This design comes from an exercise in tuning for small area, a short achievable clock period and few clock cycles per item on the open sky130 flow, not from production work.
Where RTL was checked, it was by simulation tests only, not by an equivalence proof against the original.

## job 2875
Design math_expression_inverse, start of the top module:
module math_expression_inverse #(
  parameter int W = 32
) (
  input  logic                  clk,
  input  logic                  reset,
  input  logic                  start,
  input  logic signed [2*W+3:0] q,
  input  logic                  rmd,
  input  logic signed [W-1:0]   a,
  input  logic signed [W-1:0]   b,
  input  logic signed [W-1:0]   d,
  output logic signed [W-1:0]   c,
  output logic                  valid,
  output logic                  busy,
  output logic                  err_div0,
  output logic                  inexact,
  output logic                  ovf
);
  localparam int NB = 2*W + 6;                 
  localparam int K  = 32;                      
  localparam int NC = NB / 2;                  
  localparam int CW = $clog2(NC + 1);
  localparam logic [1:0] PREP = 2'd0, FIRST = 2'd1, RUN = 2'd2;
  logic [1:0]    st;
  logic [NB-1:0] qr;      
  logic [W-1:0]  rr;      
  logic [W:0]    dx;      
  logic [W+2:0]  d3;      
  logic          sd;      
  ...
For scale: ~3,300 cells after synthesis, roughly 220 flip-flops, ~210 I/O pins, roughly 26,000 µm² of cells after synthesis.
==> flow/config.mk <==
export PLATFORM = sky130hd
export DESIGN_NAME = math_expression_inverse
export DESIGN_NICKNAME = math_expression_inverse
export VERILOG_FILES = /design/flow/design.v
export SDC_FILE = /design/flow/constraint.sdc
export NUM_CORES = 4
export LEC_CHECK = 0
export CAP_MARGIN = 20
export CORE_MARGIN = 2
export CORE_UTILIZATION = 40
export SETUP_SLACK_MARGIN = 3.8
export SLEW_MARGIN = 20
==> flow/constraint.sdc <==
create_clock -name core_clock -period 8.5 [get_ports {clk}]
set_input_delay 1.7000 -clock core_clock [delete_from_list [all_inputs] [get_ports {clk}]]
set_output_delay 1.7000 -clock core_clock [all_outputs]
set_load 0.01 [all_outputs]
run.sh (not shown) runs the stock make flow with config.mk's settings and CLKGATE_MAP_FILE= SYNTH_SCRIPT=/design/flow/synth_recipe.tcl, a recipe that flattens the netlist after the stock synthesis.
The inputs of job 530 differ from those of job 2875 as listed below.
Settings: SETUP_SLACK_MARGIN: 3.8 -> 4.3.
--- outcome ---
- Higher proportion of layout cells with a drive suffix above 1 was reported by job 530, not job 2875.
- Compared with job 2875, job 530 shows a setup slack that is 0.14 ns higher.
- Final instance area delta (job 530 − job 2875): unfavourable
- On job 530: fraction of area in registers is 0.78 points lower than what job 2875 gave.
- Final cell count grows by a few percent when moving from job 2875 to job 530.
- Per the comparison of job 530 with job 2875, via count grew by about 3%, synthesized netlist cell count held steady.
- Of job 2875 and job 530, the higher vias per cell belongs to job 530.
- Delta (job 530 minus job 2875): highest clock frequency the design can meet shows an increase of about 3%, final critical-path required period saw a decrease.
No run of this note included a check of the RTL's function; only the layout flow was run.

========
Setup of v41:
math_expression_inverse, a different RTL version from the one above (not shown whole).
Size in the first run: ~2,600 cells after synthesis, ~210 I/O pins, ~24,000 sq um of cells after synthesis.
export LEC_CHECK = 0
export CAP_MARGIN = 20
export CORE_MARGIN = 2
export CORE_UTILIZATION = 40
export CTS_BUF_LIST = sky130_fd_sc_hd__clkbuf_4
export SETUP_SLACK_MARGIN = 4.0
export SLEW_MARGIN = 20
create_clock -name core_clock -period 8.5 [get_ports {clk}]
standard.sh (not shown) runs the stock make flow with config.mk's settings and CLKGATE_MAP_FILE= SYNTH_SCRIPT=/design/flow/synth_recipe.tcl, a recipe that flattens the netlist after the stock synthesis.
==> flow/flow/run.sh <==
#!/bin/bash
# The standard layout, with the port buffers made from the smallest buffer cell
# (buf_1) instead of the cell buffer_ports picks by default. Every port is still buffered.
set -euo pipefail
cd "$(dirname "$0")/.."
export BUFFER_PORTS_ARGS="-buffer_cell sky130_fd_sc_hd__buf_1"
bash standard.sh > flow_standard.log 2>&1
Testbench counts of v41, summed over its fixed seeds: cycles 42,890, jobs 1,920.
Edits applied to the flow inputs when going from v41 to v51:
Settings: CORE_UTILIZATION: 40 -> 55; PLACE_DENSITY: unset -> 0.75.
[summary]
Per the comparison of v51 with v41, cell count of the worst hold path went down by 1; detailed route wirelength on metal2 down 2300 um; total vias in the final route saw an increase; first-pass GRT wire length dropped 2.0%. Compared with v41, in v51 number of cells after detailed placement fell by 222. Uppermost layer routed: met4 -> v51, met5 -> v41.
Relative to v51, the following input files were edited for v27:
Settings: CORE_UTILIZATION now 40, was 55; CTS_BUF_LIST now sky130_fd_sc_hd__clkbuf_4 sky130_fd_sc_hd__clkbuf_8, was sky130_fd_sc_hd__clkbuf_4; PLACE_DENSITY no longer set, was 0.75.
Findings:
v27 vs v51: global-route total usage across every layer down in v27
Summary of v27 over v51: delay of the slowest critical-path stage went up; final area went up; area of the placeable core went up; post-synthesis sequential area ratio did not really move.
The vias per cell of v27 is lower than that of v51.
Re diode insertion count for antenna repair: v27 is 2 down on v51.
Cmp v27 vs v51: number of antenna violations at the first check in global routing higher in v27
| area of the die | v27 vs v51 | worse |
On via count: between v51 and v27, it ends up higher for v51.
v51 ended up with met4 as its uppermost metal layer occupied by signal nets; v27 ended up with met5.

==> re-timing with driven ports <==
How much do the figures lean on ideal ports? The routed layouts below were timed once more, with nothing changed but the port constraints. Step 1 sets driving cells, clkbuf_16 on the clock port and buf_2 on the other inputs (assumed; they add their load-dependent delay and slew). Step 2 times the ports against the registers' clock, not the clock port: input delays grow and output delays shrink by t, the midpoint of the rising clock arrivals with the driver on. Slacks: ideal / step 1 / step 2; pairs: ideal / step 1.
run | t, ns | slack for setup (ns) | worst setup path after step 2 | worst data-port slew with drivers (ns) | pins driven straight from the clock port
job 2875 | 0.653 | 3.783 / 3.783 / 3.783 | register to register | 0.07 | 1
job 530 | 0.672 | 3.919 / 3.919 / 3.919 | register to register | 0.08 | 1
v41 | 0.869 | 4.051 / 3.992 / 3.366 | input to register | 0.06 | 1
v51 | 0.863 | 4.055 / 3.998 / 3.378 | input to register | 0.05 | 1
v27 | 0.691 | 4.017 / 3.963 / 3.444 | input to register | 0.06 | 1
After both steps setup and hold are still met in every run listed. The setup slack of v41, which loses most, moves by -0.059 ns with the drivers and by -0.685 ns with both steps.
